Source: an optimization exercise on an open RTL-to-GDS flow (aim: small area, a short achievable clock period and few clock cycles per item). Production flows keep margins and buffers that such runs may drop.
At most, simulation tests tie the RTL to the original design; equivalence was not proved.
For run 2, only the layout was checked, not whether the RTL still works.
No activity file was given, so power comes from the tool's default toggle rates.

File: flow/constraint.sdc
create_clock -name core_clock -period 7.5 [get_ports {i_clk}]
set_input_delay 1.5000 -clock core_clock [delete_from_list [all_inputs] [get_ports {i_clk}]]
set_output_delay 1.5000 -clock core_clock [all_outputs]
set_load 0.01 [all_outputs]
File: flow/design.v
`timescale 1ns / 1ps
`default_nettype none
package dtdn_pkg;
    function automatic logic [9:0] cum_days_b(input logic [3:0] k);
        cum_days_b = ({10{k == 4'd0}} & 10'd95)
            | ({10{k == 4'd1}} & 10'd95)
            | ({10{k == 4'd2}} & 10'd126)
            | ({10{k == 4'd3}} & 10'd154)
            | ({10{k == 4'd4}} & 10'd185)
            | ({10{k == 4'd5}} & 10'd215)
            | ({10{k == 4'd6}} & 10'd246)
            | ({10{k == 4'd7}} & 10'd276)
            | ({10{k == 4'd8}} & 10'd307)
            | ({10{k == 4'd9}} & 10'd338)
            | ({10{k == 4'd10}} & 10'd368)
            | ({10{k == 4'd11}} & 10'd399)
            | ({10{k == 4'd12}} & 10'd429)
            | ({10{k == 4'd13}} & 10'd95)
            | ({10{k == 4'd14}} & 10'd95)
            | ({10{k == 4'd15}} & 10'd95);
    endfunction
    function automatic logic [21:0] tab0(input logic [9:0] k);
        tab0 = ({22{k[1]}} & 22'd365242)
            | ({22{k[2]}} & 22'd730485)
            | ({22{k[3]}} & 22'd1095727)
            | ({22{k[4]}} & 22'd1460970)
            | ({22{k[5]}} & 22'd1826212)
            | ({22{k[6]}} & 22'd2191455)
            | ({22{k[7]}} & 22'd2556697)
            | ({22{k[8]}} & 22'd2921940)
            | ({22{k[9]}} & 22'd3287182);
    endfunction
    function automatic logic [21:0] tab1(input logic [9:0] k);
        tab1 = ({22{k[1]}} & 22'd36524)
            | ({22{k[2]}} & 22'd73048)
            | ({22{k[3]}} & 22'd109572)
            | ({22{k[4]}} & 22'd146096)
            | ({22{k[5]}} & 22'd182620)
            | ({22{k[6]}} & 22'd219144)
            | ({22{k[7]}} & 22'd255668)
            | ({22{k[8]}} & 22'd292192)
            | ({22{k[9]}} & 22'd328716);
    endfunction
    function automatic logic [21:0] tab2(input logic [9:0] k);
        tab2 = ({22{k[1]}} & 22'd3652)
            | ({22{k[2]}} & 22'd7305)
            | ({22{k[3]}} & 22'd10957)
            | ({22{k[4]}} & 22'd14610)
            | ({22{k[5]}} & 22'd18262)
            | ({22{k[6]}} & 22'd21915)
            | ({22{k[7]}} & 22'd25567)
            | ({22{k[8]}} & 22'd29220)
            | ({22{k[9]}} & 22'd32872);
    endfunction
    function automatic logic [11:0] tab3(input logic [9:0] k, input logic codd, input logic z);
        tab3 = ({12{k[1] && !codd && !z}} & 12'd366)
            | ({12{k[2] && !codd && !z}} & 12'd731)
            | ({12{k[3] && !codd && !z}} & 12'd1096)
            | ({12{k[4] && !codd && !z}} & 12'd1461)
            | ({12{k[5] && !codd && !z}} & 12'd1827)
            | ({12{k[6] && !codd && !z}} & 12'd2192)
            | ({12{k[7] && !codd && !z}} & 12'd2557)
            | ({12{k[8] && !codd && !z}} & 12'd2922)
            | ({12{k[9] && !codd && !z}} & 12'd3288)
            | ({12{k[0] && !codd && z}} & 12'd1)
            | ({12{k[1] && !codd && z}} & 12'd366)
            | ({12{k[2] && !codd && z}} & 12'd731)
            | ({12{k[3] && !codd && z}} & 12'd1096)
            | ({12{k[4] && !codd && z}} & 12'd1461)
            | ({12{k[5] && !codd && z}} & 12'd1827)
            | ({12{k[6] && !codd && z}} & 12'd2192)
            | ({12{k[7] && !codd && z}} & 12'd2557)
            | ({12{k[8] && !codd && z}} & 12'd2922)
            | ({12{k[9] && !codd && z}} & 12'd3288)
            | ({12{k[0] && codd && !z}} & 12'd1)
            | ({12{k[1] && codd && !z}} & 12'd366)
            | ({12{k[2] && codd && !z}} & 12'd731)
            | ({12{k[3] && codd && !z}} & 12'd1097)
            | ({12{k[4] && codd && !z}} & 12'd1462)
            | ({12{k[5] && codd && !z}} & 12'd1827)
            | ({12{k[6] && codd && !z}} & 12'd2192)
            | ({12{k[7] && codd && !z}} & 12'd2558)
            | ({12{k[8] && codd && !z}} & 12'd2923)
            | ({12{k[9] && codd && !z}} & 12'd3288)
            | ({12{k[0] && codd && z}} & 12'd1)
            | ({12{k[1] && codd && z}} & 12'd366)
            | ({12{k[2] && codd && z}} & 12'd731)
            | ({12{k[3] && codd && z}} & 12'd1097)
            | ({12{k[4] && codd && z}} & 12'd1462)
            | ({12{k[5] && codd && z}} & 12'd1827)
            | ({12{k[6] && codd && z}} & 12'd2192)
            | ({12{k[7] && codd && z}} & 12'd2558)
            | ({12{k[8] && codd && z}} & 12'd2923)
            | ({12{k[9] && codd && z}} & 12'd3288);
    endfunction
endpackage
`default_nettype wire
`timescale 1ns / 1ps
`timescale 1ns / 1ps
`timescale 1ns / 1ps
`timescale 1ns / 1ps
`default_nettype none
module date_text_to_day_number (
    input  wire logic   i_clk,
    input  wire logic   i_rst_n,
    input  wire logic          i_char_valid,
    output logic               o_char_ready,
    input  wire logic [7:0]    i_char_code,
    input  wire logic          i_char_last,
    output logic               o_day_valid,
    input  wire logic          i_day_ready,
    output logic [21:0]        o_day_number,
    output logic               o_day_status
);
    localparam logic [3:0] S_M0 = 4'd0, S_M1 = 4'd1, S_M2 = 4'd2,
                           S_D0 = 4'd4, S_D1 = 4'd5, S_OK = 4'd6, S_BAD = 4'd7,
                           S_Y0 = 4'd8, S_Y1 = 4'd9, S_Y2 = 4'd10, S_Y3 = 4'd11,
                           S_D2 = 4'd12;
    logic       r_rdy;
    logic       e_v, e_sl, e_last;
    logic [9:0] e_oh;       
    logic       e_dig;      
    logic [3:0] e_d;
    logic [3:0]  r_st;
    logic [3:0]  r_mon;
    logic        r_mbad;
    logic        r_gt2;      
    logic [6:0]  r_day;
    logic        r_dadd;     
    logic        r_aodd;     
    logic        r_codd;     
    logic        r_z;        
    logic        r_gt, r_eq;  
    logic [21:0] r_acc;      
    logic        r_c1;       
    logic        r_c2;       
    logic        r_c3;       
    logic        r_status;
    logic        r_pend;     
    logic        r_ov;
    logic        yd;         
    logic [1:0]  pos;        
    logic        acc_evt, busy, consume, fin;
    logic [3:0]  n_st, st_next;
    logic [3:0]  n_mon;
    logic        n_mbad;
    logic [6:0]  n_day;
    logic [21:0] op1, op2, op2m;
    logic        add, zero;
    logic [3:0]  p;
    logic [9:0]  cum_b;
    logic [7:0]  s0;
    logic [7:0]  s1;
    logic [6:0]  s2;
    logic [5:0]  s3;
    logic [1:0]  c1;
    logic        leap_c;
    logic        ok;
    logic        n_gt, n_eq;
    logic [3:0]  ref_d;
    logic        ov_next, pend_next;
    logic        ev_next_v, ev_next_dig, ev_next_last;
    logic        in_dig, in_sl;
    logic [9:0]  in_oh;
    always_comb begin
        e_d[0]  = e_oh[1] | e_oh[3] | e_oh[5] | e_oh[7] | e_oh[9];
        e_d[1]  = e_oh[2] | e_oh[3] | e_oh[6] | e_oh[7];
        e_d[2]  = e_oh[4] | e_oh[5] | e_oh[6] | e_oh[7];
        e_d[3]  = e_oh[8] | e_oh[9];
        yd      = e_dig && r_st[3];
        pos     = r_st[1:0];
        acc_evt = e_last || yd;
        busy    = r_ov || r_pend;
        consume = e_v && !(acc_evt && busy);
        fin     = consume && e_last;
        n_st   = r_st;
        n_mon  = r_mon;
        n_mbad = r_mbad;
        n_day  = r_day;
        case (r_st)
            S_M0: begin
                n_mbad = 1'b0;
                if (e_dig)     begin n_st = S_M1; n_mon = e_d; end
                else if (e_sl) begin n_st = S_D0; n_mon = 4'd0; n_day = 7'd0; end
                else           n_st = S_BAD;
            end
            S_M1: begin
                if (e_dig) begin
                    n_st = S_M2;
                    if (r_mon == 4'd0)                         n_mon = e_d;
                    else if (r_mon == 4'd1 && e_d <= 4'd2)     n_mon = 4'd10 + e_d;
                    else                                       n_mbad = 1'b1;
                end
                else if (e_sl) begin n_st = S_D0; n_day = 7'd0; end
                else           n_st = S_BAD;
            end
            S_M2: begin
                if (e_dig)     begin n_st = S_D1; n_day = {3'd0, e_d}; end
                else if (e_sl) begin n_st = S_D0; n_day = 7'd0; end
                else           n_st = S_BAD;
            end
            S_D0: begin
                if (e_dig)     begin n_st = S_D1; n_day = {3'd0, e_d}; end
                else if (e_sl) n_st = S_Y0;
                else           n_st = S_BAD;
            end
            S_D1: begin
                if (e_dig)     begin n_st = S_D2; n_day = 7'({3'd0, r_day[3:0]} * 7'd10 + {3'd0, e_d}); end
                else if (e_sl) n_st = S_Y0;
                else           n_st = S_BAD;
            end
            S_D2: begin
                if (e_dig)     n_st = S_Y1;
                else if (e_sl) n_st = S_Y0;
                else           n_st = S_BAD;
            end
            S_Y0: begin
                if (e_dig)     n_st = S_Y1;
                else           n_st = S_BAD;
            end
            S_Y1: begin
                if (e_dig)     n_st = S_Y2;
                else           n_st = S_BAD;
            end
            S_Y2: begin
                if (e_dig)     n_st = S_Y3;
                else           n_st = S_BAD;
            end
            S_Y3: begin
                if (e_dig)     n_st = S_OK;
                else           n_st = S_BAD;
            end
            S_OK:    ;
            default: n_st = S_BAD;
        endcase
        case (pos)
            2'd0:    ref_d = 4'd1;
            2'd1:    ref_d = 4'd7;
            2'd2:    ref_d = 4'd5;
            default: ref_d = 4'd2;
        endcase
        n_gt = r_gt;
        n_eq = r_eq;
        if (yd) begin
            if (pos == 2'd0 || r_eq) begin
                n_gt = (e_d > ref_d);
                n_eq = (e_d == ref_d);
            end
        end
        ok = (n_st == S_OK) && (n_gt || n_eq) && !r_mbad;
        c1[1] = r_aodd ? (|e_oh[9:6]) : (|e_oh[9:8]);
        c1[0] = r_aodd ? (|e_oh[5:2]) : (|e_oh[7:4]);
        if (e_oh[0]) leap_c = r_gt2 && !r_codd && !r_z;
        else         leap_c = r_gt2 && (r_codd ? (e_oh[2] | e_oh[6]) : (e_oh[4] | e_oh[8]));
        for (int k = 0; k < 4; k++) p[k] = r_st[3] && !busy && (pos == 2'(k));
        op2 = ({22{p[0]}} & dtdn_pkg::tab0(e_oh))
            | ({22{p[1]}} & (dtdn_pkg::tab1(e_oh) | {20'd0, c1}))
            | ({22{p[2]}} & dtdn_pkg::tab2(e_oh))
            | ({22{p[3]}} & {10'd0, dtdn_pkg::tab3(e_oh, r_codd, r_z)});
        add  = consume && yd;
        zero = fin && !ok;
        cum_b = dtdn_pkg::cum_days_b(r_mon);
        op1  = p[0] ? {13'd6942, cum_b[8:0]} : r_acc;
        op2m = op2 | {15'd0, {7{r_dadd}} & r_day};
        s0 = {1'b0, op1[5:0], 1'b1}   + {1'b0, op2m[5:0], p[3] && leap_c};
        s1 = {1'b0, op1[11:6], 1'b1}  + {1'b0, op2m[11:6], r_c1};
        s2 = {1'b0, op1[16:12], 1'b1} + {1'b0, op2m[16:12], r_c2};
        s3 = {op1[21:17], 1'b1}       + {op2m[21:17], r_c3};
    end
    assign in_dig = (i_char_code[7:4] == 4'h3) && (i_char_code[3:0] <= 4'd9);
    always_comb begin
        for (int k = 0; k < 10; k++) in_oh[k] = (i_char_code == 8'(8'h30 + k));
    end
    assign in_sl  = (i_char_code == 8'h2F);
    always_comb begin
        ov_next   = (r_ov && !i_day_ready) || (r_pend && !r_c1 && !r_c2 && !r_c3 && !r_dadd);
        pend_next = fin || (r_pend && (r_c1 || r_c2 || r_c3 || r_dadd));
        if (r_rdy) begin
            ev_next_v    = i_char_valid;
            ev_next_dig  = in_dig;
            ev_next_last = i_char_last;
        end else begin
            ev_next_v    = e_v && !consume;
            ev_next_dig  = e_dig;
            ev_next_last = e_last;
        end
        st_next = !consume ? r_st : (e_last ? S_M0 : n_st);
    end
    always_ff @(posedge i_clk) begin
        if (!i_rst_n) begin
            e_v   <= 1'b0;
            r_rdy <= 1'b1;
        end else begin
            e_v   <= ev_next_v;
            r_rdy <= !((ov_next || pend_next) && ev_next_v &&
                       (ev_next_last || (ev_next_dig && st_next[3])));
        end
    end
    always_ff @(posedge i_clk) begin
        if (!e_v || consume) begin
            e_oh   <= (r_rdy && i_char_valid) ? in_oh : 10'd0;
            e_dig  <= r_rdy && i_char_valid && in_dig;
            e_sl   <= in_sl;
            e_last <= i_char_last;
        end
    end
    always_ff @(posedge i_clk) begin
        if (!i_rst_n) begin
            r_st   <= S_M0;
            r_ov   <= 1'b0;
            r_pend <= 1'b0;
            r_c1   <= 1'b0;
            r_c2   <= 1'b0;
            r_c3   <= 1'b0;
            r_dadd <= 1'b0;
        end else begin
            r_ov   <= ov_next;
            r_pend <= pend_next;
            r_c1   <= !zero && s0[7];
            r_dadd <= add && pos == 2'd3 && !zero;
            r_c2   <= !zero && s1[7];
            r_c3   <= !zero && s2[6];
            if (consume) begin
                r_st <= e_last ? S_M0 : n_st;
            end
        end
    end
    always_ff @(posedge i_clk) begin
        if (consume) begin
            r_mon  <= n_mon;
            r_mbad <= n_mbad;
            r_gt2  <= (n_mon > 4'd2);
            r_day  <= n_day;
        end
        if (consume && yd) begin
            r_gt <= n_gt;
            r_eq <= n_eq;
            case (pos)
                2'd0: r_aodd <= e_d[0];
                2'd1: r_aodd <= (2'({r_aodd, 1'b0} + e_d[1:0]) == 2'd0);
                2'd2: begin
                    r_codd <= e_d[0];
                    r_z    <= (e_d == 4'd0) && !r_aodd;
                end
                default: ;
            endcase
        end
        if (zero) begin
            r_acc <= 22'd0;
        end else begin
            r_acc <= {s3[5:1], s2[5:1], s1[6:1], s0[6:1]};
        end
        if (fin) begin
            r_status <= !ok;
        end
    end
    assign o_char_ready = r_rdy;
    assign o_day_valid  = r_ov;
    assign o_day_number = r_acc;
    assign o_day_status = r_status;
endmodule
`default_nettype wire
File: flow/config.mk
export PLATFORM = sky130hd
export DESIGN_NAME = date_text_to_day_number
export DESIGN_NICKNAME = date_text_to_day_number
export VERILOG_FILES = /design/flow/design.v
export SDC_FILE = /design/flow/constraint.sdc
export NUM_CORES = 4
export LEC_CHECK = 0
export ABC_CLOCK_PERIOD_IN_PS = 2800
export CAP_MARGIN = 20
export CORE_MARGIN = 2
export CORE_UTILIZATION = 40
export CTS_BUF_LIST = sky130_fd_sc_hd__clkbuf_4 sky130_fd_sc_hd__clkbuf_8
export SETUP_SLACK_MARGIN = 4.5
export SLEW_MARGIN = 20
File: flow/run.sh
#!/bin/bash
# synth_recipe.tcl (not shown) runs the flow's synth.tcl, then flattens the netlist and writes it again
# the make line also repeats each setting of config.mk as NAME=value (left out here)
make -C /OpenROAD-flow-scripts/flow DESIGN_CONFIG=/design/flow/config.mk WORK_HOME=/design/flow/orfs CLKGATE_MAP_FILE= SYNTH_SCRIPT=/design/flow/synth_recipe.tcl finish
==> results of run 1 <==
==> flip-flops by register name, indices dropped and copies added (netlist names), 4 cells and up <==
name   cells
r_acc     22
e_oh      10
r_day      7
r_mon      4
r_st       4
==> path summary, 6_finish.rpt <==
path,slack [ns],depth (start not counted),to
max reg2reg,4.45,13,r_acc[5]
min,0.52,2,r_st[0]
min reg2reg,0.52,2,r_st[0]
max,4.45,13,r_acc[5]
==> worst max-delay path, cell delays in order (launching register included) <==
cell        delay (ns)
edfxtp_1          0.41
buf_4             0.18
or4_4             0.48
clkinvlp_4        0.12
nor2_1            0.06
a221oi_1          0.23
o211ai_1          0.16
ha_1              0.35
nor2b_1           0.16
o21ai_0           0.21
a21oi_1           0.12
o21ai_0           0.20
a21boi_0          0.13
nor3_1            0.17
==> layer usage <==
layer	up-vias	wire length (µm)
met5	-	0
met4	0	462
met3	32	929
met2	210	7510
met1	2482	7570
li1	2543	-
==> synthesized netlist by cell type (6+ instances only) <==
cell       n  area, µm²
clkbuf_1  36        135
ha_1      35        438
nand2_1   61        229
nand2b_1  15       93.8
nor4_1    10       62.6
nor3b_1    7       52.6
o21ai_0   55        275
edfxtp_1  32        961
a22oi_1    8       60.1
and2_1     7       43.8
and3_1     8       50.1
or2_2      6       37.5
inv_1     37        139
o31ai_1    6       45.0
xnor2_1   11       96.3
dfxtp_1   34        681
nor3_1    27        135
a21oi_1   46        230
nand3_1   16       80.1
fa_1       6        120
xor2_1     7       61.3
nor2b_1   20        125
nor2_1    66        248
a21o_1     7       52.6
buf_2      7       35.0
o22ai_1    6       37.5
==> through the flow <==
| stage | total power, µW | setup WS (ns) | utilization (%) |
|---|---|---|---|
| finish | 877 | 4.45 | 51.0 |
| global route | 912 | 4.32 | 51.0 |
| CTS | 870 | 4.40 | 47.9 |
| detailed placement | 519 | 3.90 | 44.0 |
| global placement | 517 | 3.92 | 44.0 |
| floorplan | 485 | 4.50 | - |
==> logic make-up after synthesis <==
logic type	synth area share, %
buf+inv	6.34
compound gates	23.8
fa+ha+maj	10.4
flops	30.7
simple gates	25.2
mux	0.608
xor+xnor	2.95
==> power by group through the flow <==
stage | combinational [µW] | clock (µW) | sequential [µW]
final | 130 | 345 | 402
after global routing | 143 | 365 | 404
after CTS | 118 | 351 | 402
after detailed placement | 108 | 0 | 412
after global placement | 106 | 0 | 411
after floorplan | 84.6 | 0 | 400
==> timing repair <==
item / CTS / global route
setup endpoints to repair: 27 / 26
cloned: 0 / 1
pin swaps: 16 / 17
buffers inserted: 27 / 22
resized for setup: 26 / 44
==> placed cells by master, fill, tap and decap left out, drive strengths merged, types with 20 or more instances in the layout <==
master         instances
nor2b                 20
nor3                  27
a21oi                 46
buf                   52
dfxtp                 34
nor2                  66
inv                   38
o21ai                 56
clkdlybuf4s50         37
edfxtp                32
ha                    35
nand2                 61
==> cell type report <==
class / instances / area (µm²) / area share [%]
Multi-Input combinational cell: 521 / 3630 / 54.3
Sequential cell: 66 / 1650 / 24.6
Tap cell: 176 / 220 / 3.29
Clock inverter: 7 / 92.6 / 1.38
Inverter: 38 / 149 / 2.22
Timing Repair Buffer: 90 / 828 / 12.4
Clock buffer: 9 / 124 / 1.85
==> summary.txt, run 1 <==
- GR peak layer: met2
- Crit end category: flop
- Final Setup Violations: 0
- WL/cell: 18.2 µm
- Placed Cells: 841
- Status: no timing/DRC/antenna violations
- CTS tree: yes
- Die ar.: 0.0143 mm²
- Total global routing overflow: 0
- Final #Nets: 780
- WS Path Type: reg2reg
- Max Cap Viol: 0
- Via count: 5267
- Combinational Power Share: 14.8%
- Synthesized instance count: 671
- Clock transition at path regs: 0.08 ns
- Wirelength, routed: 16.5 mm
- Largest net degree at the start of global routing: 40
- Hold Path Class: reg2reg
- Crit path max fanout: 4
- GP Congestion: 0.910
- Crit path from: e_oh[7]
- Drt initial violations: 376
- Max Clock Freq: 328 MHz
- Sw power: 245 µW
- Final Cycle Share: 40.6%
- Leak Pwr: 0.00269 µW
- Type of origin of the critical path: flop
- FP Rows: 42
- Switch share: 27.9%
- Layout Area Growth over Synthesis: 25.2%
- Via/cell ratio: 5.81
- Detail Placement HPWL: 11.1 mm
- Cell area power density: 131 mW/mm²
- Core area: 0.0131 mm²
- Grt met2 use: 35.6%
- Slew HR: 29.9%
- Global Route met1 Usage: 31.8%
- Count of different cell masters after synthesis: 75
- Total internal power: 632 µW
- Height of the die: 120 µm
- EDFF count, synth: 32
- I/O Buffers: 37
- First-pass GRT wire length: 25.8 mm
- RR Startpoint: e_oh[7]
- Net count after synthesis: 725
- Clock root buffer: clkbuf_8
- CTS Buf Count: 9
- Starting Density: 40.7%
- Sink Count: 66
- DRC viols: 0
- Data required, critical path: 7.80 ns
- Skew final: 0.0198 ns
- Syn Area/Cell: 7.97 µm²
- Synthesis-stage register bit count: 66
- Sequential Power Share: 45.9%
- Peak supply drop: 83.9 µV
- Clock Path Buffers: 2
- Routed Antenna Nets: 0
- Seq/Total Area, Yosys: 30.7%
- Drt pass-1 iters: 5
- Design area: 0.00670 mm²
- # IOs: 38
- Placed cell area: 0.00578 mm²
- Ratio of cells with drive above 1 in the final layout: 17.8%
- Filler cells: 1260
- Worst-Skew Late Latency: 0.38 ns
- Post-CTS Hold Fix Bufs: 0
- Non-filler cells in the finished layout: 907
- Vias in the first global route: 4903
- RSZ-0062 raised after global routing: yes
- Post-synth top flop: dfxtp_1
- Worst hold slack: 0.525 ns
- Ys async rst share: 0%
- Final setup TNS: 0 ns
- Antenna diodes: 0
- Minimum clock period: 3.05 ns
- Hold Startpoint: r_st[0]
- Power share of the clock group: 39.4%
- Worst-Margin Slew: 1.04 ns
- H-Tree Depth: 3
- Mapped cell area: 0.00535 mm²
- Final hold violation count: 0
- Met3 usage: 3.14%
- Critical Path AT: 3.34 ns
- Initial antenna violation count: 0
- GRT Resource Usage Total: 22.8%
- Yosys Warn Count: 1
- Die Wd: 120 µm
- Fin. max-slew vios: 0
Testbench counts, summed over its fixed seeds: cycles 28,567, items 3,200.
==> run 2, diff against run 1 <==
--- a/flow/design.v
+++ b/flow/design.v
@@ -119,7 +119,7 @@
     logic       r_rdy;
     logic       e_v, e_sl, e_last;
     logic [9:0] e_oh;       
-    logic       e_dig;      
+    logic       e_dig;
     logic [3:0] e_d;
     logic [3:0]  r_st;
     logic [3:0]  r_mon;
@@ -163,6 +163,7 @@
     logic        in_dig, in_sl;
     logic [9:0]  in_oh;
     always_comb begin
+        e_dig   = |e_oh;
         e_d[0]  = e_oh[1] | e_oh[3] | e_oh[5] | e_oh[7] | e_oh[9];
         e_d[1]  = e_oh[2] | e_oh[3] | e_oh[6] | e_oh[7];
         e_d[2]  = e_oh[4] | e_oh[5] | e_oh[6] | e_oh[7];
@@ -299,7 +300,6 @@
     always_ff @(posedge i_clk) begin
         if (!e_v || consume) begin
             e_oh   <= (r_rdy && i_char_valid) ? in_oh : 10'd0;
-            e_dig  <= r_rdy && i_char_valid && in_dig;
             e_sl   <= in_sl;
             e_last <= i_char_last;
         end
--- a/flow/config.mk
+++ b/flow/config.mk
@@ -5,10 +5,10 @@
 export SDC_FILE = /design/flow/constraint.sdc
 export NUM_CORES = 4
 export LEC_CHECK = 0
-export ABC_CLOCK_PERIOD_IN_PS = 2800
+export ABC_CLOCK_PERIOD_IN_PS = 3000
 export CAP_MARGIN = 20
 export CORE_MARGIN = 2
 export CORE_UTILIZATION = 40
 export CTS_BUF_LIST = sky130_fd_sc_hd__clkbuf_4 sky130_fd_sc_hd__clkbuf_8
-export SETUP_SLACK_MARGIN = 4.5
+export SETUP_SLACK_MARGIN = 4.2
 export SLEW_MARGIN = 20
==> run 2 against run 1 <==
Effect of this change:
- global-route usage is 2.9 points higher
- area after synthesis is 0.19% lower
- sequential cell count is 1 lower
- die area is 0.18% lower
- via count is 3.9% higher
- total power is 13% higher
- maximum frequency is 4.9% lower
- clock power is 9.0% higher
- synthesized cell count is 0.75% lower
- sequential share of layout area is 0.31 points lower
- critical path type unchanged
- critical endpoint is now r_c2
- highest routed layer unchanged
==> summary.txt, run 2 <==
- Worst hold slack: 0.620 ns (+0.0955 ns)
- Yosys top cell by area: edfxtp_1
- Ratio of cells with drive above 1 in the final layout: 16.9% (-0.84 points)
- Minimum clock period: 3.20 ns (+0.156 ns)
- WHS Path Cells: 2 (unchanged)
- FP Rows: 42 (unchanged)
- Commonest cells in the synthesized netlist: nor2_1, nand2_1, o21ai_0
- Die Wd: 120 µm (about the same)
- Skew final: 0.00725 ns (-0.0125 ns)
- Fin. max-slew vios: 0 (unchanged)
- Pwr Total: 988 µW (+13%)
- Core area: 0.0131 mm² (unchanged)
- Layout Area Growth over Synthesis: 24.3%
- Final Setup Violations: 0 (unchanged)
- Most frequent cell after synthesis: nor2_1
- Critical Path AT: 3.45 ns (+0.11 ns)
- Design area: 0.00663 mm² (-0.93%)
- Synthesized instance count: 666 (-0.75%)
- Most frequent cells in the layout: nor2_1, nand2_1, buf_4
- # IOs: 38 (unchanged)
- Via/cell ratio: 6.07 (+4.5%)
- Crit end category: flop
- Status: no timing/DRC/antenna violations
- Height of the die: 120 µm (about the same)
- Largest Register: r_acc
- Final #Nets: 775 (-0.64%)
- Yosys Warn Count: 1 (unchanged)
- Total global routing overflow: 0 (unchanged)
- Seq/Total Area, Yosys: 30.2% (-0.51 points)
- Max Cap Viol: 0 (unchanged)
- Mapped cell area: 0.00534 mm² (-0.19%)
- DRC viols: 0 (unchanged)
- Placed cell area: 0.00577 mm² (about the same)
- Sequential Power Share: 41.8% (-4.1 points)
- Wirelength, routed: 18.0 mm (+9.4%)
- Total internal power: 691 µW (+9.3%)
- Type of origin of the critical path: flop
- Worst-Margin Slew: 1.03 ns (-0.00991 ns)
- Synth top area share: 17.4% (-0.53 points)
- Sink Count: 65 (-1.5%)
- Clock root buffer: clkbuf_8
- Slew HR: 31.0% (+1.1 points)
- Combinational Power Share: 20.2% (+5.4 points)
- WS Path Type: reg2reg
- CTS Buf Count: 9 (unchanged)
- I/O Buffers: 37 (unchanged)
- Count of different cell masters after synthesis: 69 (-8.0%)
- Max reg flops: 22 (unchanged)
- R2r setup slk: 4.30 ns (-0.16 ns)
- RSZ-0062 raised after global routing: yes
- Leak Pwr: 0.00271 µW (+0.55%)
- Worst r2r dst: r_c2
- First-pass GRT wire length: 28.5 mm (+10%)
- Hold Startpoint: r_day[5]
- CTS tree: yes
- Max Clock Freq: 312 MHz (-4.9%)
- Top Registers: r_acc (22), e_oh (10), r_day (7)
- Largest net degree at the start of global routing: 34 (-15%)
- GP Congestion: 0.969 (+6.4%)
- Syn Area/Cell: 8.01 µm² (+0.56%)
- Post-CTS Hold Fix Bufs: 0 (unchanged)
- Register area: 0.00161 mm² (-2.2%)
- Synthesis-stage register bit count: 65 (-1.5%)
- Worst-Skew Late Latency: 0.37 ns (about the same)
- Final hold violation count: 0 (unchanged)
- Clock transition at path regs: 0.08 ns (about the same)
- Ranking of synthesized cells by area: edfxtp_1, dfxtp_1, ha_1
- Ys async rst share: 0% (unchanged)
- Routed Antenna Nets: 0 (unchanged)
- Data required, critical path: 7.75 ns (-0.05 ns)
- Hold Path Sink: r_day[5]
- Switch share: 30.0% (+2.1 points)
- Hold Path Class: reg2reg
- Cell area power density: 149 mW/mm² (+14%)
- Drt initial violations: 509 (+35%)
- Initial antenna violation count: 0 (unchanged)
- H-Tree Depth: 3 (unchanged)
- Detail Placement HPWL: 12.0 mm (+8.4%)
- Final setup TNS: 0 ns (unchanged)
- Post-synth top flop: dfxtp_1
- Starting Density: 40.6% (-0.076 points)
- Multi-input logic area: 0.00361 mm² (-0.59%)
- Drt pass-1 iters: 5 (unchanged)
- Clock Path Buffers: 2 (unchanged)
- Via count: 5475 (+3.9%)
- WL/cell: 20.0 µm (+10%)
- Net count after synthesis: 720 (-0.69%)
- Non-filler cells in the finished layout: 902 (-0.55%)
- EDFF count, synth: 31 (-3.1%)
- Power share of the clock group: 38.1% (-1.3 points)
- Filler cells: 1340 (+6.3%)
- Final Cycle Share: 42.7% (+2.1 points)
- RR Startpoint: e_oh[1]
- Vias in the first global route: 5320 (+8.5%)
- Antenna diodes: 0 (unchanged)
- Placed Cells: 837 (-0.48%)
- Sw power: 297 µW (+21%)
- Crit path max fanout: 5 (+1)
- Peak supply drop: 92.0 µV (+9.6%)
- R2R cell count: 11 (-2)
- Commonest non-fill, non-tap cell in the layout: nor2_1
- Die ar.: 0.0143 mm² (-0.18%)
- GRT Resource Usage Total: 25.7% (+2.9 points)
-- run 2: cell types whose count changed after synthesis, sizes merged, moves of 4 or more --
cell    delta
buf        -4
o41ai      -5
o221ai     +5
or3        +6
a21oi      -4
o21ai     -11
o31ai      +7
nand2     -10
nand4      +5
clkbuf     +4
-- run 2: critical path: stages (launching register included) --
cell	delay (ns)
edfxtp_1	0.44
buf_6	0.16
or3_4	0.34
or3_4	0.34
and2_4	0.17
or4_4	0.50
ha_1	0.28
a21o_1	0.19
a21oi_2	0.16
o21ai_2	0.09
a2111oi_2	0.30
nor4b_1	0.09
-- run 2: kinds of logic after synthesis --
kind of cell	share of synthesized area [%]
AOI/OAI and AO/OA	23.0
muxes	0.750
DFF	30.2
adders and majority gates	10.5
buffers and inverters	6.40
and+or+nand+nor	26.5
xor gates and xnor gates	2.63
-- run 2: worst max-delay path by stage --
| stage | from | end | slack [ns] | cells past startpoint |
|---|---|---|---|---|
| after floorplan | r_st[0] | r_acc[11] | 4.22 | 16 |
| after global placement | r_st[0] | r_acc[11] | 3.24 | 13 |
| after detailed placement | r_st[0] | r_acc[11] | 3.06 | 13 |
| after CTS | r_st[0] | r_acc[11] | 4.14 | 13 |
| after global routing | r_st[1] | r_c1 | 4.15 | 8 |
| final | e_oh[1] | r_c2 | 4.30 | 11 |
-- run 2: what timing repair did --
action / CTS / global route
gates resized for setup: 21 / 36
buffers inserted: 27 / 20
pin swaps: 6 / 10
gates cloned: 2 / 0
endpoints found under the setup margin: 54 / 26
-- run 2: cell type report --
| class | instances | area share, % |
|---|---|---|
| Timing Repair Buffer | 88 | 11.7 |
| Inverter | 41 | 2.58 |
| Multi-Input combinational cell | 516 | 54.5 |
| Tap cell | 176 | 3.32 |
| Sequential cell | 65 | 24.3 |
| Clock inverter | 7 | 1.79 |
| Clock buffer | 9 | 1.87 |
-- run 2: power by group through the flow --
| stage | clock network (µW) | registers [µW] | logic [µW] |
|---|---|---|---|
| 2_1_floorplan | 0 | 405 | 134 |
| 3_3_place_gp | 0 | 420 | 163 |
| 3_5_place_dp | 0 | 421 | 167 |
| 4_1_cts | 384 | 411 | 188 |
| 5_1_grt | 396 | 415 | 218 |
| 6_report | 376 | 413 | 199 |
-- run 2: per-stage QoR --
| step | setup WS [ns] | utilization, % |
|---|---|---|
| finish | 4.30 | 50.5 |
| CTS | 4.14 | 48.4 |
| global route | 4.15 | 50.5 |
| detailed placement | 3.06 | 44.0 |
| floorplan | 4.22 | - |
| global placement | 3.24 | 44.0 |
-- run 2: layer usage --
| layer | vias up | global-route usage [%] | wire (µm) |
|---|---|---|---|
| met3 | 38 | 4.75 | 1220 |
| met1 | 2620 | 33.1 | 7850 |
| met4 | 0 | 10.3 | 607 |
| met2 | 260 | 42.6 | 8340 |
| met5 | - | 0 | 0 |
| li1 | 2557 | - | - |
==> run 3, diff against run 2 <==
--- a/flow/design.v
+++ b/flow/design.v
@@ -119,7 +119,7 @@
     logic       r_rdy;
     logic       e_v, e_sl, e_last;
     logic [9:0] e_oh;       
-    logic       e_dig;
+    logic       e_dig;      
     logic [3:0] e_d;
     logic [3:0]  r_st;
     logic [3:0]  r_mon;
@@ -163,7 +163,6 @@
     logic        in_dig, in_sl;
     logic [9:0]  in_oh;
     always_comb begin
-        e_dig   = |e_oh;
         e_d[0]  = e_oh[1] | e_oh[3] | e_oh[5] | e_oh[7] | e_oh[9];
         e_d[1]  = e_oh[2] | e_oh[3] | e_oh[6] | e_oh[7];
         e_d[2]  = e_oh[4] | e_oh[5] | e_oh[6] | e_oh[7];
@@ -300,6 +299,7 @@
     always_ff @(posedge i_clk) begin
         if (!e_v || consume) begin
             e_oh   <= (r_rdy && i_char_valid) ? in_oh : 10'd0;
+            e_dig  <= r_rdy && i_char_valid && in_dig;
             e_sl   <= in_sl;
             e_last <= i_char_last;
         end
==> flow/flow/run.sh (new file) <==
#!/bin/bash
# The standard layout (the standard.sh: ORFS synthesis through finish),
# with two changes:
# - the buffers that placement puts on the input and output ports are buf_2
#   cells instead of ORFS's default choice for sky130hd, a slow delay cell
#   (clkdlybuf4s50_1); every port still gets its own buffer;
# - clock tree synthesis uses clkbuf_4/clkbuf_8 and adds no dummy loads
#   (ORFS's own arguments otherwise).
# The make output goes to flow_make.log; ORFS keeps each step's log under
# orfs/logs/.
set -euo pipefail
export BUFFER_PORTS_ARGS="-buffer_cell sky130_fd_sc_hd__buf_2"
export CTS_ARGS="-sink_clustering_enable -repair_clock_nets -buf_list {sky130_fd_sc_hd__clkbuf_4 sky130_fd_sc_hd__clkbuf_8} -dont_use_dummy_load"
bash standard.sh finish > flow_make.log 2>&1
==> flow/standard.sh (new file) <==
#!/bin/bash
# synth_recipe.tcl (not shown) runs the flow's synth.tcl, then flattens the netlist and writes it again
# the make line also repeats each setting of config.mk as NAME=value (left out here)
make -C /OpenROAD-flow-scripts/flow DESIGN_CONFIG=/design/flow/config.mk WORK_HOME=/design/flow/orfs CLKGATE_MAP_FILE= SYNTH_SCRIPT=/design/flow/synth_recipe.tcl "${@:-finish}"
--- a/flow/config.mk
+++ b/flow/config.mk
@@ -5,10 +5,10 @@
 export SDC_FILE = /design/flow/constraint.sdc
 export NUM_CORES = 4
 export LEC_CHECK = 0
-export ABC_CLOCK_PERIOD_IN_PS = 3000
+export ABC_CLOCK_PERIOD_IN_PS = 2800
 export CAP_MARGIN = 20
 export CORE_MARGIN = 2
 export CORE_UTILIZATION = 40
 export CTS_BUF_LIST = sky130_fd_sc_hd__clkbuf_4 sky130_fd_sc_hd__clkbuf_8
-export SETUP_SLACK_MARGIN = 4.2
+export SETUP_SLACK_MARGIN = 4.5
 export SLEW_MARGIN = 20
removed: flow/run.sh
==> run 3 against run 2 <==
Effect of this change:
- area after synthesis is 0.19% higher
- sequential cell count is 1 higher
- synthesized cell count is 0.75% higher
- clock skew is 0.015 ns higher
- first-iteration DRC count is 0.59% higher
- global-route usage is 3.5 points lower
- via count is 5.4% lower
==> summary.txt, run 3 <==
- Ranking of synthesized cells by area: edfxtp_1, dfxtp_1, ha_1
- Global Route met1 Usage: 30.5% (-2.6 points)
- CTS Buf Count: 9 (unchanged)
- Yosys top cell by area: edfxtp_1
- Drt pass-1 iters: 5 (unchanged)
- Layout Area Growth over Synthesis: 16.3%
- Wirelength, routed: 15.8 mm (-12%)
- Peak supply drop: 99.1 µV (+7.7%)
- Commonest cells in the synthesized netlist: nor2_1, nand2_1, o21ai_0
- Synthesized instance count: 671 (+0.75%)
- Ys async rst share: 0% (unchanged)
- Minimum clock period: 3.11 ns (-0.0935 ns)
- Synth top area share: 18.0% (+0.53 points)
- Seq/Total Area, Yosys: 30.7% (+0.51 points)
- Compound-cell area share of the yosys netlist: 23.8% (+0.73 points)
- Most frequent cell after synthesis: nor2_1
- Place WS: 3.88 ns (+0.818 ns)
- Detail Placement HPWL: 10.9 mm (-8.9%)
- Register area: 0.00165 mm² (+2.1%)
- Placed cell area: 0.00559 mm² (-3.2%)
- Syn Area/Cell: 7.97 µm² (-0.56%)
- # IOs: 38 (unchanged)
- Final hold violation count: 0 (unchanged)
- CP bufs+invs: 1 (unchanged)
- Clock root buffer: clkbuf_8
- GP Congestion: 0.904 (-6.7%)
- Worst-Margin Slew: 0.982 ns (-0.0522 ns)
- Type of origin of the critical path: flop
- Cell area power density: 122 mW/mm² (-18%)
- Die Wd: 120 µm (about the same)
- Fin. max-slew vios: 0 (unchanged)
- I/O Buffers: 37 (unchanged)
- CP dominant cell by count: a21oi_2
- Leak Pwr: 0.00261 µW (-3.6%)
- Core area: 0.0131 mm² (unchanged)
- Final setup TNS: 0 ns (unchanged)
- Routed Antenna Nets: 0 (unchanged)
- Drt initial violations: 512 (+0.59%)
- Design area: 0.00622 mm² (-6.3%)
- Net count after synthesis: 725 (+0.69%)
- Yosys Warn Count: 1 (unchanged)
- Crit path max-delay family: simple AND/OR/NAND/NOR gates
- Post-synth top flop: dfxtp_1
- Main combinational cell family by area after synthesis: simple AND/OR/NAND/NOR gates
- Top Registers: r_acc (22), e_oh (10), r_day (7)
- Final #Nets: 762 (-1.7%)
- Met3 usage: 3.61% (-1.1 points)
- Post-synthesis mux area share: 0.608% (-0.14 points)
- WL/cell: 17.9 µm (-10%)
- WS Path Type: reg2reg
- Data required, critical path: 7.76 ns (about the same)
- Multi-input logic area: 0.00361 mm² (-0.17%)
- Max reg flops: 22 (unchanged)
- Largest net degree at the start of global routing: 40 (+18%)
- Critical Path AT: 3.37 ns (-0.08 ns)
- CP max stage cell: or4_4
- GR peak layer: met2
- Largest Register: r_acc
- Mapped cell area: 0.00535 mm² (+0.19%)
- CP peak stage delay: 0.58 ns (+0.08 ns)
- Max Clock Freq: 322 MHz (+3.0%)
- First-pass GRT wire length: 25.3 mm (-11%)
- H-Tree Depth: 3 (unchanged)
- Vias in the first global route: 4896 (-8.0%)
- Synth Area in XOR/XNOR: 2.95% (+0.32 points)
- Crit end category: flop
- Status: no timing/DRC/antenna violations
- Most frequent cells in the layout: nand2_1, nor2_1, o21ai_0
- DRC viols: 0 (unchanged)
- Antenna diodes: 0 (unchanged)
- Simple-gate area share of the yosys netlist: 25.2% (-1.3 points)
- Die ar.: 0.0143 mm² (+0.18%)
- Setup ws final: 4.39 ns (+0.0935 ns)
- Starting Density: 40.7% (+0.076 points)
- CTS tree: yes
- Util after Layout: 47.3% (-3.2 points)
- Max Cap Viol: 0 (unchanged)
- Clock Path Buffers: 2 (unchanged)
- Worst-path cell chain: or4_4 > or2_4 > inv_4 > o211ai_1 > or3_1 > ha_1 > a21oi_2 > nor2_2 > a211o_1 > a21oi_2 > xor2_1 > nor2_1
- Synthesis-stage register bit count: 66 (+1.5%)
- Final Setup Violations: 0 (unchanged)
- Post-Synth Adder-Cell Area: 10.4% (-0.020 points)
- GRT Resource Usage Total: 22.2% (-3.5 points)
- Crit path max fanout: 3 (-2)
- Filler cells: 1343 (+0.22%)
- Skew final: 0.0221 ns (+0.0148 ns)
- Count of different cell masters after synthesis: 75 (+8.7%)
- Via/cell ratio: 5.88 (-3.2%)
- Clock transition at path regs: 0.08 ns (about the same)
- Sink Count: 66 (+1.5%)
- Worst-Skew Late Latency: 0.36 ns (about the same)
- Commonest non-fill, non-tap cell in the layout: nand2_1
- Height of the die: 120 µm (about the same)
- Initial antenna violation count: 0 (unchanged)
- Slew HR: 34.1% (+3.0 points)
- RSZ-0062 raised after global routing: yes
- EDFF count, synth: 32 (+3.2%)
- Via count: 5182 (-5.4%)
- Ratio of cells with drive above 1 in the final layout: 20.1% (+3.2 points)
- Total global routing overflow: 0 (unchanged)
- Final Cycle Share: 41.4% (-1.2 points)
- FP Rows: 42 (unchanged)
- Hold Path Class: reg2reg
- Grt met2 use: 34.6% (-8.0 points)
==> run 3: logic make-up (layout without fill, tap and decap cells) <==
| logic type | Yosys count | after routing |
|---|---|---|
| AO/OA/AOI/OAI | 193 | 193 |
| XOR/XNOR | 18 | 18 |
| adder cells (fa/ha/maj) | 41 | 41 |
| buffers and inverters | 84 | 119 |
| AND/OR/NAND/NOR | 266 | 266 |
| multiplexers | 3 | 3 |
| flip-flops | 66 | 66 |
==> run 3: where the power goes <==
part / internal (µW) / leakage, µW / switching [µW]
sequential: 387 / 0.000609 / 16.2
combinational: 52.8 / 0.00194 / 68.7
clock: 107 / 0.0000647 / 129
==> run 3: metrics by stage <==
stage / std cells / hold slack [ns] / total power (µW)
final: 882 / 0.515 / 761
after global routing: 882 / 0.544 / 796
after CTS: 873 / 0.535 / 763
after detailed placement: 841 / 0.515 / 514
after global placement: 841 / 0.515 / 512
after floorplan: 671 / 0.492 / 485
==> run 3: worst reg2reg max path, delay by kind of cell (launching register included) <==
kind / cells / cell delay, ns
buffers and inverters: 1 / 0.06
adders and majority gates: 1 / 0.31
AOI/OAI and AO/OA: 4 / 0.69
xor gates and xnor gates: 1 / 0.16
and+or+nand+nor: 5 / 1.35
DFF: 1 / 0.45
==> run 3: layer usage <==
layer,wire (µm),vias to the layer above
met2,7100,203
met5,0,-
met4,507,0
met1,7210,2430
li1,-,2509
met3,988,40
==> run 3: area by class of cell <==
type | instances | area share [%]
multi-input cells | 521 | 58.0
repair buffers | 72 | 7.61
inverters | 38 | 2.39
well taps | 176 | 3.54
clock buffers | 9 | 1.99
flip-flops and latches | 66 | 26.5
==> run 3: path summary, 6_finish.rpt <==
path                              start         to  depth (start not counted)  slack (ns)
worst max-delay path            e_oh[5]  r_acc[10]                         12        4.39
worst min-delay path            r_st[1]    r_st[1]                          2        0.51
worst max register to register  e_oh[5]  r_acc[10]                         12        4.39
worst min register to register  r_st[1]    r_st[1]                          2        0.51
==> run 3: what timing repair did <==
| item | in CTS | in global routing |
|---|---|---|
| gates cloned | 0 | 0 |
| gates resized for setup | 34 | 34 |
| hold endpoints to repair | 0 | 0 |
| buffers inserted | 23 | 9 |
| pin swaps | 7 | 19 |
| hold buffers | 0 | 0 |
| setup endpoints to repair | 27 | 25 |
Testbench counts of run 3, summed over its fixed seeds: cycles 28,567, items 3,200.
==> run 4, diff against run 3 <==
--- a/flow/design.v
+++ b/flow/design.v
@@ -118,7 +118,8 @@
                            S_D2 = 4'd12;
     logic       r_rdy;
     logic       e_v, e_sl, e_last;
-    logic [9:0] e_oh;       
+    logic [9:0] e_ohn;      
+    logic [9:0] e_oh;
     logic       e_dig;      
     logic [3:0] e_d;
     logic [3:0]  r_st;
@@ -162,6 +163,7 @@
     logic        ev_next_v, ev_next_dig, ev_next_last;
     logic        in_dig, in_sl;
     logic [9:0]  in_oh;
+    assign e_oh = ~e_ohn;
     always_comb begin
         e_d[0]  = e_oh[1] | e_oh[3] | e_oh[5] | e_oh[7] | e_oh[9];
         e_d[1]  = e_oh[2] | e_oh[3] | e_oh[6] | e_oh[7];
@@ -298,7 +300,7 @@
     end
     always_ff @(posedge i_clk) begin
         if (!e_v || consume) begin
-            e_oh   <= (r_rdy && i_char_valid) ? in_oh : 10'd0;
+            e_ohn  <= (r_rdy && i_char_valid) ? ~in_oh : 10'h3ff;
             e_dig  <= r_rdy && i_char_valid && in_dig;
             e_sl   <= in_sl;
             e_last <= i_char_last;
==> run 4 against run 3 <==
Effect of this change:
- worst setup slack improved by 0.19 ns
- combinational power is 14% lower
- clock power about the same
- design area rose by 1.3%
- area after synthesis rose by 1.1%
- global-route usage up 0.90 points
- die area grew 1.0%
- register-to-register slack improved by 0.19 ns
- critical path type unchanged
- largest cell class unchanged
==> summary.txt, run 4 <==
- Most frequent cells in the layout: nand2_1, o21ai_0, a21oi_1
- GRT Resource Usage Total: 23.1% (+0.90 points)
- Status: no timing/DRC/antenna violations
- Final hold violation count: 0 (unchanged)
- Critical Path AT: 3.14 ns (-0.23 ns)
- RSZ-0062 raised after global routing: yes
- Ranking of synthesized cells by area: edfxtp_1, dfxtp_1, ha_1
- Starting Density: 40.8% (+0.11 points)
- Leak Pwr: 0.00263 µW (+0.53%)
- Most frequent cell after synthesis: nand2_1
- Seq/Total Area, Yosys: 30.4% (-0.33 points)
- Via/cell ratio: 5.97 (+1.7%)
- Fin. max-slew vios: 0 (unchanged)
- Net count after synthesis: 707 (-2.5%)
- Vias in the first global route: 4866 (-0.61%)
- Commonest cells in the synthesized netlist: nand2_1, o21ai_0, a21oi_1
- CTS Buf Count: 9 (unchanged)
- WL/cell: 18.9 µm (+5.6%)
- Crit path max fanout: 19 (+16)
- Die ar.: 0.0145 mm² (+1.0%)
- Util after Layout: 47.6% (+0.26 points)
- Max Cap Viol: 0 (unchanged)
- I/O Buffers: 37 (unchanged)
- Antenna diodes: 0 (unchanged)
- Minimum clock period: 2.92 ns (-0.188 ns)
- Synthesized instance count: 653 (-2.7%)
- FP Rows: 42 (unchanged)
- H-Tree Depth: 3 (unchanged)
- Worst-Skew Late Latency: 0.37 ns (about the same)
- Drt pass-1 iters: 7 (+2)
- Synthesis-stage register bit count: 66 (unchanged)
- Ys async rst share: 0% (unchanged)
- First-pass GRT wire length: 25.9 mm (+2.0%)
- EDFF count, synth: 32 (unchanged)
- Hold Path Class: reg2reg
- Max reg flops: 22 (unchanged)
- Syn Area/Cell: 8.28 µm² (+3.9%)
- Sink Count: 66 (unchanged)
- Max Clock Freq: 342 MHz (+6.4%)
- Largest net degree at the start of global routing: 28 (-30%)
- Drt initial violations: 517 (+0.98%)
- Final Cycle Share: 38.9% (-2.5 points)
- Yosys Warn Count: 1 (unchanged)
- Height of the die: 120 µm (+0.52%)
- Via count: 5198 (+0.31%)
- Mapped cell area: 0.00541 mm² (+1.1%)
- Initial antenna violation count: 0 (unchanged)
- Detail Placement HPWL: 10.9 mm (-0.14%)
- Peak supply drop: 96.2 µV (-2.9%)
- Worst hold slack: 0.603 ns (+0.0887 ns)
- Slew HR: 32.9% (-1.1 points)
- Ratio of cells with drive above 1 in the final layout: 21.8% (+1.6 points)
- Synth top area share: 17.8% (-0.19 points)
- Cell area power density: 117 mW/mm² (-4.1%)
- Die Wd: 120 µm (+0.52%)
- Yosys top cell by area: edfxtp_1
- Clock root buffer: clkbuf_8
- DRC viols: 0 (unchanged)
- Data required, critical path: 7.72 ns (-0.04 ns)
- Clock transition at path regs: 0.07 ns (about the same)
- Type of origin of the critical path: flop
- Design area: 0.00630 mm² (+1.3%)
- Skew final: 0.0212 ns (-0.000849 ns)
- Total global routing overflow: 0 (unchanged)
- GP Congestion: 0.892 (-1.3%)
- Clock Path Buffers: 2 (unchanged)
- Final #Nets: 750 (-1.6%)
- Count of different cell masters after synthesis: 72 (-4.0%)
- Layout Area Growth over Synthesis: 16.6%
- Filler cells: 1312 (-2.3%)
- Crit end category: flop
- Routed Antenna Nets: 0 (unchanged)
- Worst-Margin Slew: 0.998 ns (+0.0168 ns)
- CTS tree: yes
- WS Path Type: reg2reg
- Largest Register: r_acc
- Final Setup Violations: 0 (unchanged)
- # IOs: 38 (unchanged)
- Pwr Total: 740 µW (-2.8%)
- Wirelength, routed: 16.5 mm (+4.1%)
- Commonest non-fill, non-tap cell in the layout: nand2_1
- Core area: 0.0132 mm² (+0.80%)
- Final setup TNS: 0 ns (unchanged)
- Post-synth top flop: dfxtp_1
- Top Registers: r_acc (22), e_ohn (10), r_day (7)
- Placed cell area: 0.00563 mm² (+0.74%)
## run 4: layer usage
metal	vias up	GRT usage [%]	wire length [µm]
met5	-	0	0
li1	2480	-	-
met2	253	34.6	7140
met3	47	5.42	1290
met1	2418	31.9	7370
met4	0	9.52	660
## run 4: cell type report
| class | instances | area [µm²] | area share, % |
|---|---|---|---|
| multi-input combinational | 506 | 3620 | 57.4 |
| sequential | 66 | 1650 | 26.2 |
| timing repair buffer | 76 | 544 | 8.64 |
| tap | 176 | 220 | 3.49 |
| inverter | 37 | 140 | 2.22 |
| clock buffer | 9 | 124 | 1.97 |
## run 4: per-stage QoR
| step | cells | worst slack [ns] |
|---|---|---|
| 6_report | 870 | 4.58 |
| 5_1_grt | 870 | 4.34 |
| 4_1_cts | 851 | 4.50 |
| 3_3_place_gp | 825 | 4.07 |
| 2_1_floorplan | 653 | 4.51 |
| 3_5_place_dp | 825 | 3.97 |
## run 4: worst paths after layout
kind / startpoint / endpoint / slack (ns) / depth (start not counted)
worst max-delay path: r_st[0] / r_c1 / 4.58 / 13
worst max register to register: r_st[0] / r_c1 / 4.58 / 13
worst min-delay path: r_pend / r_pend / 0.60 / 2
worst min register to register: r_pend / r_pend / 0.60 / 2
## run 4: logic make-up after synthesis
logic type               Yosys count  synth area share [%]
multiplexers                       4                 0.764
flip-flops                        66                  30.4
AND/OR/NAND/NOR                  256                  26.5
XOR/XNOR                          20                  3.24
buffers and inverters             82                  6.43
AO/OA/AOI/OAI                    184                  22.3
adder cells (fa/ha/maj)           41                  10.3
## run 4: worst max-delay path: stages (launching register included)
cell	delay (ns)
dfxtp_4	0.40
inv_2	0.07
ha_4	0.20
nand3_4	0.12
buf_12	0.17
a31oi_1	0.07
or4_4	0.57
ha_4	0.24
o21a_1	0.16
o21ai_0	0.15
nand2b_1	0.09
and3_1	0.18
a221oi_1	0.25
nor4b_1	0.08
## run 4: timing repair
action,4_1_cts,5_1_grt
pin swaps,3,7
buffers inserted,15,18
gates resized for setup,26,23
gates cloned,2,1
hold buffers,0,0
endpoints found under the setup margin,26,26
endpoints found under the hold margin,0,0
## run 4: where the power goes
part           internal, µW  leakage, µW  total [µW]  switching (µW)
sequential              385     0.000566         399            14.6
combinational          42.0      0.00200         105            63.5
clock                   107    0.0000647         235             129
total                   533      0.00263         740             207
Testbench counts of run 4, summed over its fixed seeds: cycles 28,567, items 3,200.
==> run 5, diff against run 4 <==
--- a/flow/config.mk
+++ b/flow/config.mk
@@ -5,10 +5,10 @@
 export SDC_FILE = /design/flow/constraint.sdc
 export NUM_CORES = 4
 export LEC_CHECK = 0
-export ABC_CLOCK_PERIOD_IN_PS = 2800
+export ABC_CLOCK_PERIOD_IN_PS = 2600
 export CAP_MARGIN = 20
 export CORE_MARGIN = 2
 export CORE_UTILIZATION = 40
 export CTS_BUF_LIST = sky130_fd_sc_hd__clkbuf_4 sky130_fd_sc_hd__clkbuf_8
-export SETUP_SLACK_MARGIN = 4.5
+export SETUP_SLACK_MARGIN = 4.8
 export SLEW_MARGIN = 20
==> run 5 against run 4 <==
Effect of this change:
- non-clock buffer count grew 49
- register-to-register slack improved by 0.13 ns
- worst setup slack improved by 0.13 ns
- combinational power grew 25%
- sequential cell count is the same
- critical path type unchanged
- sequential power about the same
- cell count grew 5.7%
- highest routed layer unchanged
- wire length is 9.7% higher
- clock skew decreased by 0.0089 ns
- critical endpoint unchanged
- area after synthesis stayed put
- still clean
==> summary.txt, run 5 <==
- Largest Register: r_acc
- Layout Area Growth over Synthesis: 30.2%
- Hold Path Class: reg2reg
- Ranking of synthesized cells by area: edfxtp_1, dfxtp_1, ha_1
- Height of the die: 120 µm (unchanged)
- Cell area power density: 109 mW/mm² (-7.5%)
- Wirelength, routed: 18.1 mm (+9.7%)
- Worst-path cell chain: buf_4 > nand3_4 > a21oi_2 > a21oi_1 > or4_4 > ha_4 > o21a_1 > o21ai_1 > nand2b_1 > and3_1 > a221oi_2 > nor4b_1
- Util after Layout: 53.1% (+5.5 points)
- Syn Area/Cell: 8.28 µm² (unchanged)
- Total global routing overflow: 0 (unchanged)
- WL/cell: 19.6 µm (+3.7%)
- First-pass GRT wire length: 27.1 mm (+4.9%)
- GRT Resource Usage Total: 24.2% (+1.2 points)
- Status: no timing/DRC/antenna violations
- GP Congestion: 0.986 (+11%)
- Vias in the first global route: 5167 (+6.2%)
- WS Path Type: reg2reg
- Routed Antenna Nets: 0 (unchanged)
- Synth top area share: 17.8% (unchanged)
- Initial antenna violation count: 0 (unchanged)
- Most frequent cell after synthesis: nand2_1
- Leak Pwr: 0.00294 µW (+12%)
- Commonest cells in the synthesized netlist: nand2_1, o21ai_0, a21oi_1
- Final Cycle Share: 37.2% (-1.8 points)
- Worst hold slack: 0.550 ns (-0.0531 ns)
- EDFF count, synth: 32 (unchanged)
- Via/cell ratio: 6.05 (+1.2%)
- RSZ-0062 raised after global routing: yes
- Skew final: 0.0124 ns (-0.00886 ns)
- Yosys Warn Count: 1 (unchanged)
- H-Tree Depth: 3 (unchanged)
- Design area: 0.00704 mm² (+12%)
- Crit path from: e_ohn[5]
- Count of different cell masters after synthesis: 72 (unchanged)
- CP bufs+invs: 1 (-1)
- Max Cap Viol: 0 (unchanged)
- Top Registers: r_acc (22), e_ohn (10), r_day (7)
- Drt initial violations: 572 (+11%)
- Final setup TNS: 0 ns (unchanged)
- Crit path max-delay family: simple AND/OR/NAND/NOR gates
- Starting Density: 40.8% (unchanged)
- Fin. max-slew vios: 0 (unchanged)
- Minimum clock period: 2.79 ns (-0.132 ns)
- Clock transition at path regs: 0.07 ns (about the same)
- Yosys top cell by area: edfxtp_1
- Critical Path AT: 3.04 ns (-0.10 ns)
- Detail Placement HPWL: 11.0 mm (+0.67%)
- Final Setup Violations: 0 (unchanged)
- Final hold violation count: 0 (unchanged)
- Slew HR: 35.3% (+2.4 points)
- Die ar.: 0.0145 mm² (unchanged)
- Core area: 0.0132 mm² (unchanged)
- Mapped cell area: 0.00541 mm² (unchanged)
- Sink Count: 66 (unchanged)
- Drt pass-1 iters: 6 (-1)
- Type of origin of the critical path: flop
- Worst-Skew Late Latency: 0.37 ns (about the same)
- Crit end category: flop
- Crit path max fanout: 6 (-13)
- Ys async rst share: 0% (unchanged)
- Commonest non-fill, non-tap cell in the layout: buf_4
- Seq/Total Area, Yosys: 30.4% (unchanged)
- Hold Startpoint: r_pend
- Final #Nets: 800 (+6.7%)
- FP Rows: 42 (unchanged)
- DRC viols: 0 (unchanged)
- Place WS: 3.97 ns (-0.0000100 ns)
- Max reg flops: 22 (unchanged)
- RR Startpoint: e_ohn[5]
- CTS tree: yes
- Via count: 5562 (+7.0%)
- I/O Buffers: 37 (unchanged)
- Data required, critical path: 7.75 ns (+0.03 ns)
- CP peak stage delay: 0.56 ns (about the same)
- Antenna diodes: 0 (unchanged)
- Synthesis-stage register bit count: 66 (unchanged)
- Ratio of cells with drive above 1 in the final layout: 31.6% (+9.8 points)
- Placed cell area: 0.00568 mm² (+0.84%)
- Clock root buffer: clkbuf_8
- Setup ws final: 4.71 ns (+0.132 ns)
- Largest net degree at the start of global routing: 29 (+3.6%)
- Post-synth top flop: dfxtp_1
- Max Clock Freq: 359 MHz (+4.7%)
- R2r setup slk: 4.71 ns (+0.13 ns)
- Peak supply drop: 101 µV (+5.4%)
- Clock Path Buffers: 2 (unchanged)
- CP max stage cell: or4_4
- Synthesized instance count: 653 (unchanged)
- # IOs: 38 (unchanged)
- Most frequent cells in the layout: buf_4, nand2_1, o21ai_0
- Net count after synthesis: 707 (unchanged)
- Die Wd: 120 µm (unchanged)
- CTS Buf Count: 9 (unchanged)
- Worst-Margin Slew: 0.963 ns (-0.0351 ns)
==> run 5: cell types whose count changed in the layout (fill, tap and decap cells not counted), sizes merged <==
cell           delta
bufbuf            -1
clkdlybuf4s15     -1
clkbuf            +3
buf              +48
nand3             +1
==> run 5: logic make-up (layout without fill, tap and decap cells) <==
group / Yosys count / in the layout / share of synthesized area, %
compound gates: 184 / 185 / 22.3
xor+xnor: 20 / 20 / 3.24
fa+ha+maj: 41 / 41 / 10.3
buf+inv: 82 / 171 / 6.43
flops: 66 / 66 / 30.4
mux: 4 / 4 / 0.764
simple gates: 256 / 257 / 26.5
==> run 5: path summary, 6_finish.rpt <==
path / depth (start not counted) / end
setup / recovery: 12 / r_c1
hold / removal: 2 / r_pend
setup reg to reg: 12 / r_c1
hold reg to reg: 2 / r_pend
==> run 5: layout make-up <==
cell class / instances / area, µm²
fillers: 1242 / 6210
multi-input cells: 507 / 3880
flip-flops and latches: 66 / 1660
repair buffers: 125 / 1020
well taps: 176 / 220
inverters: 37 / 140
clock buffers: 9 / 124
==> run 5: metrics by stage <==
step           power (µW)  instances
2_1_floorplan         470        653
3_3_place_gp          491        824
3_5_place_dp          493        824
4_1_cts               758        892
5_1_grt               793        920
6_report              765        920
==> run 5: power breakdown <==
group          internal [µW]  switching [µW]
registers                385            11.4
clock network            107             131
logic                   56.1            74.9
==> run 5: repair_timing <==
item,CTS,global route
pin swaps,13,19
hold buffers,0,0
setup endpoints to repair,43,34
buffers inserted,57,26
resized for setup,44,56
gates cloned,2,2
==> run 5: tightest hold or removal path: cells and delay by family (launching register included) <==
| kind | cells | cell delay, ns |
|---|---|---|
| DFF | 1 | 0.37 |
| and+or+nand+nor | 1 | 0.07 |
| AOI/OAI and AO/OA | 1 | 0.07 |
==> run 5: layer usage <==
| metal | routed length, µm | track usage (%) | part of all wire [%] |
|---|---|---|---|
| met2 | 8410 | 38.2 | 47 |
| met4 | 695 | 10.2 | 3.8 |
| met5 | 0 | 0 | 0 |
| met1 | 7530 | 32.2 | 42 |
| met3 | 1420 | 5.09 | 7.9 |
==> run 6, diff against run 5 <==
--- a/flow/design.v
+++ b/flow/design.v
@@ -149,6 +149,9 @@
     logic [21:0] op1, op2, op2m;
     logic        add, zero;
     logic [3:0]  p;
+    logic [3:0]  r_p;        
+    logic [3:0]  p_next;
+    logic        busy_next;
     logic [9:0]  cum_b;
     logic [7:0]  s0;
     logic [7:0]  s1;
@@ -254,7 +257,7 @@
         c1[0] = r_aodd ? (|e_oh[5:2]) : (|e_oh[7:4]);
         if (e_oh[0]) leap_c = r_gt2 && !r_codd && !r_z;
         else         leap_c = r_gt2 && (r_codd ? (e_oh[2] | e_oh[6]) : (e_oh[4] | e_oh[8]));
-        for (int k = 0; k < 4; k++) p[k] = r_st[3] && !busy && (pos == 2'(k));
+        p = r_p;
         op2 = ({22{p[0]}} & dtdn_pkg::tab0(e_oh))
             | ({22{p[1]}} & (dtdn_pkg::tab1(e_oh) | {20'd0, c1}))
             | ({22{p[2]}} & dtdn_pkg::tab2(e_oh))
@@ -287,6 +290,11 @@
             ev_next_last = e_last;
         end
         st_next = !consume ? r_st : (e_last ? S_M0 : n_st);
+        busy_next = ov_next || pend_next;
+        p_next[0] = st_next[3] && !st_next[1] && !st_next[0] && !busy_next;
+        p_next[1] = st_next[3] && !st_next[1] &&  st_next[0] && !busy_next;
+        p_next[2] = st_next[3] &&  st_next[1] && !st_next[0] && !busy_next;
+        p_next[3] = st_next[3] &&  st_next[1] &&  st_next[0] && !busy_next;
     end
     always_ff @(posedge i_clk) begin
         if (!i_rst_n) begin
@@ -294,7 +302,7 @@
             r_rdy <= 1'b1;
         end else begin
             e_v   <= ev_next_v;
-            r_rdy <= !((ov_next || pend_next) && ev_next_v &&
+            r_rdy <= !(busy_next && ev_next_v &&
                        (ev_next_last || (ev_next_dig && st_next[3])));
         end
     end
@@ -309,6 +317,7 @@
     always_ff @(posedge i_clk) begin
         if (!i_rst_n) begin
             r_st   <= S_M0;
+            r_p    <= 4'd0;
             r_ov   <= 1'b0;
             r_pend <= 1'b0;
             r_c1   <= 1'b0;
@@ -318,6 +327,7 @@
         end else begin
             r_ov   <= ov_next;
             r_pend <= pend_next;
+            r_p    <= p_next;
             r_c1   <= !zero && s0[7];
             r_dadd <= add && pos == 2'd3 && !zero;
             r_c2   <= !zero && s1[7];
--- a/flow/config.mk
+++ b/flow/config.mk
@@ -5,10 +5,10 @@
 export SDC_FILE = /design/flow/constraint.sdc
 export NUM_CORES = 4
 export LEC_CHECK = 0
-export ABC_CLOCK_PERIOD_IN_PS = 2600
+export ABC_CLOCK_PERIOD_IN_PS = 2800
 export CAP_MARGIN = 20
 export CORE_MARGIN = 2
 export CORE_UTILIZATION = 40
 export CTS_BUF_LIST = sky130_fd_sc_hd__clkbuf_4 sky130_fd_sc_hd__clkbuf_8
-export SETUP_SLACK_MARGIN = 4.8
+export SETUP_SLACK_MARGIN = 4.6
 export SLEW_MARGIN = 20
==> run 6 against run 5 <==
Effect of this change:
- hold slack lost 0.036 ns
- design area shrank 13%
- first-iteration DRC count shrank 10%
- total power shrank 1.0%
- clock-buffer cell count is the same
- worst setup slack lost 0.016 ns
- maximum frequency shrank 0.56%
- synthesized cell count grew 1.4%
- wire length shrank 15%
- sequential share of layout area grew 4.7 points
- clock skew grew 0.014 ns
- largest cell class unchanged
==> summary.txt, run 6 <==
- Largest net degree at the start of global routing: 48 (+66%)
- Status: no timing/DRC/antenna violations
- Yosys Warn Count: 1 (unchanged)
- Most frequent cells in the layout: nand2_1, nor2_1, inv_1, o21ai_0, buf_4
- Clock Path Buffers: 2 (unchanged)
- Detail Placement HPWL: 10.6 mm (-3.8%)
- Syn Area/Cell: 8.12 µm² (-2.0%)
- Drt pass-1 iters: 5 (-1)
- Simple-gate area share of the yosys netlist: 24.8% (-1.7 points)
- Max Cap Viol: 0 (unchanged)
- Via/cell ratio: 5.82 (-3.7%)
- WS Path Type: reg2reg
- Clock transition at path regs: 0.09 ns (+0.02 ns)
- Via count: 5157 (-7.3%)
- Filler cells: 1296 (+4.3%)
- Synth top area share: 17.9% (+0.11 points)
- Worst-Skew Late Latency: 0.37 ns (about the same)
- Count of different cell masters after synthesis: 70 (-2.8%)
- Fin. max-slew vios: 0 (unchanged)
- Final Cycle Share: 37.4% (+0.21 points)
- Ratio of cells with drive above 1 in the final layout: 17.2% (-14 points)
- Type of origin of the critical path: flop
- Total global routing overflow: 0 (unchanged)
- Post-synth top flop: dfxtp_1
- Hold Path Class: reg2reg
- Cell area power density: 124 mW/mm² (+14%)
- Seq/Total Area, Yosys: 32.0% (+1.7 points)
- Post-Synth Adder-Cell Area: 10.4% (+0.063 points)
- Post-CTS Hold Fix Bufs: 0 (unchanged)
- Peak supply drop: 112 µV (+10%)
- WL/cell: 17.3 µm (-12%)
- Mapped cell area: 0.00537 mm² (-0.60%)
- Slew HR: 34.6% (-0.73 points)
- Most frequent cell after synthesis: nand2_1
- Antenna diodes: 0 (unchanged)
- CTS tree: yes
- Synthesized instance count: 662 (+1.4%)
- FP Rows: 42 (unchanged)
- Synthesis-stage register bit count: 70 (+6.1%)
- Util after Layout: 46.2% (-6.9 points)
- CTS Buf Count: 9 (unchanged)
- I/O Buffers: 37 (unchanged)
- Critical Path AT: 3.03 ns (about the same)
- Wirelength, routed: 15.3 mm (-15%)
- First-pass GRT wire length: 24.6 mm (-9.3%)
- Final #Nets: 766 (-4.3%)
- Ranking of synthesized cells by area: edfxtp_1, dfxtp_1, ha_1
- Final Setup Violations: 0 (unchanged)
- Layout Area Growth over Synthesis: 13.5%
run 6: critical path, stage by stage (launching register included):
cell and delay (ns):
edfxtp_1 0.38, buf_4 0.20, and3_1 0.24, nand4_1 0.11
o311a_1 0.13, or3_1 0.43, inv_1 0.11, fa_1 0.20
nor2b_1 0.06, o21ai_0 0.23, a21boi_1 0.15, o21ai_1 0.16
nor3b_1 0.20, nor3_1 0.07
run 6: routing by layer:
layer  part of all wire, %  up-vias  wire length (µm)  GRT usage, %
li1                      -     2477                 -             -
met1                    45     2457              6890          29.5
met2                    46      191              6980          34.2
met3                   6.4       32               980          4.42
met4                   2.9        0               440          7.94
met5                     0        -                 0             0
run 6: metrics by stage:
stage / cell area (µm²) / setup WS (ns) / std cells / hold slack (ns)
2_1_floorplan: 5370 / 4.85 / 662 / 0.478
3_3_place_gp: 5610 / 4.14 / 836 / 0.496
3_5_place_dp: 5610 / 4.01 / 836 / 0.501
4_1_cts: 5990 / 4.61 / 875 / 0.513
5_1_grt: 6100 / 4.53 / 886 / 0.572
6_report: 6100 / 4.70 / 886 / 0.514
run 6: repair_timing:
item	4_1_cts	5_1_grt
gates cloned	1	0
setup endpoints to repair	26	31
pin swaps	4	2
gates resized for setup	5	11
endpoints found under the hold margin	0	0
buffers inserted	29	10
run 6: power by group:
part           internal, µW  switching (µW)  total [µW]
sequential              407            12.1         419
combinational          42.0            61.4         103
clock                   107             127         234
total                   556             201         757
run 6: cells by family (layout without fill, tap and decap cells):
family,after synthesis,count (layout)
XOR/XNOR,20,20
AND/OR/NAND/NOR,266,266
adder cells (fa/ha/maj),41,41
multiplexers,3,3
buffers and inverters,87,134
flip-flops,70,70
AO/OA/AOI/OAI,175,176
run 6: cell type report:
cell class,count,area (µm²),share of cell area (%)
Sequential cell,70,1720,28.2
Timing Repair Buffer,78,507,8.31
Tap cell,176,220,3.61
Multi-Input combinational cell,506,3350,54.9
Clock buffer,9,124,2.03
Inverter,47,180,2.95
run 6: path summary, 6_finish.rpt:
kind,from,to,slack (ns),cells past startpoint
min reg2reg,r_pend,r_pend,0.51,2
max,e_ohn[8],r_acc[5],4.70,13
min,r_pend,r_pend,0.51,2
max reg2reg,e_ohn[8],r_acc[5],4.70,13
Testbench counts of run 6, summed over its fixed seeds: cycles 28,567, items 3,200.

Re-timed with assumed drivers on the ports (clkbuf_16 on the clock, buf_2 on other inputs), run 6 has 4.696 ns of setup slack against 4.696 ns with ideal ports, and 4.501 ns once port delays also move by the mid clock arrival of 0.388 ns.
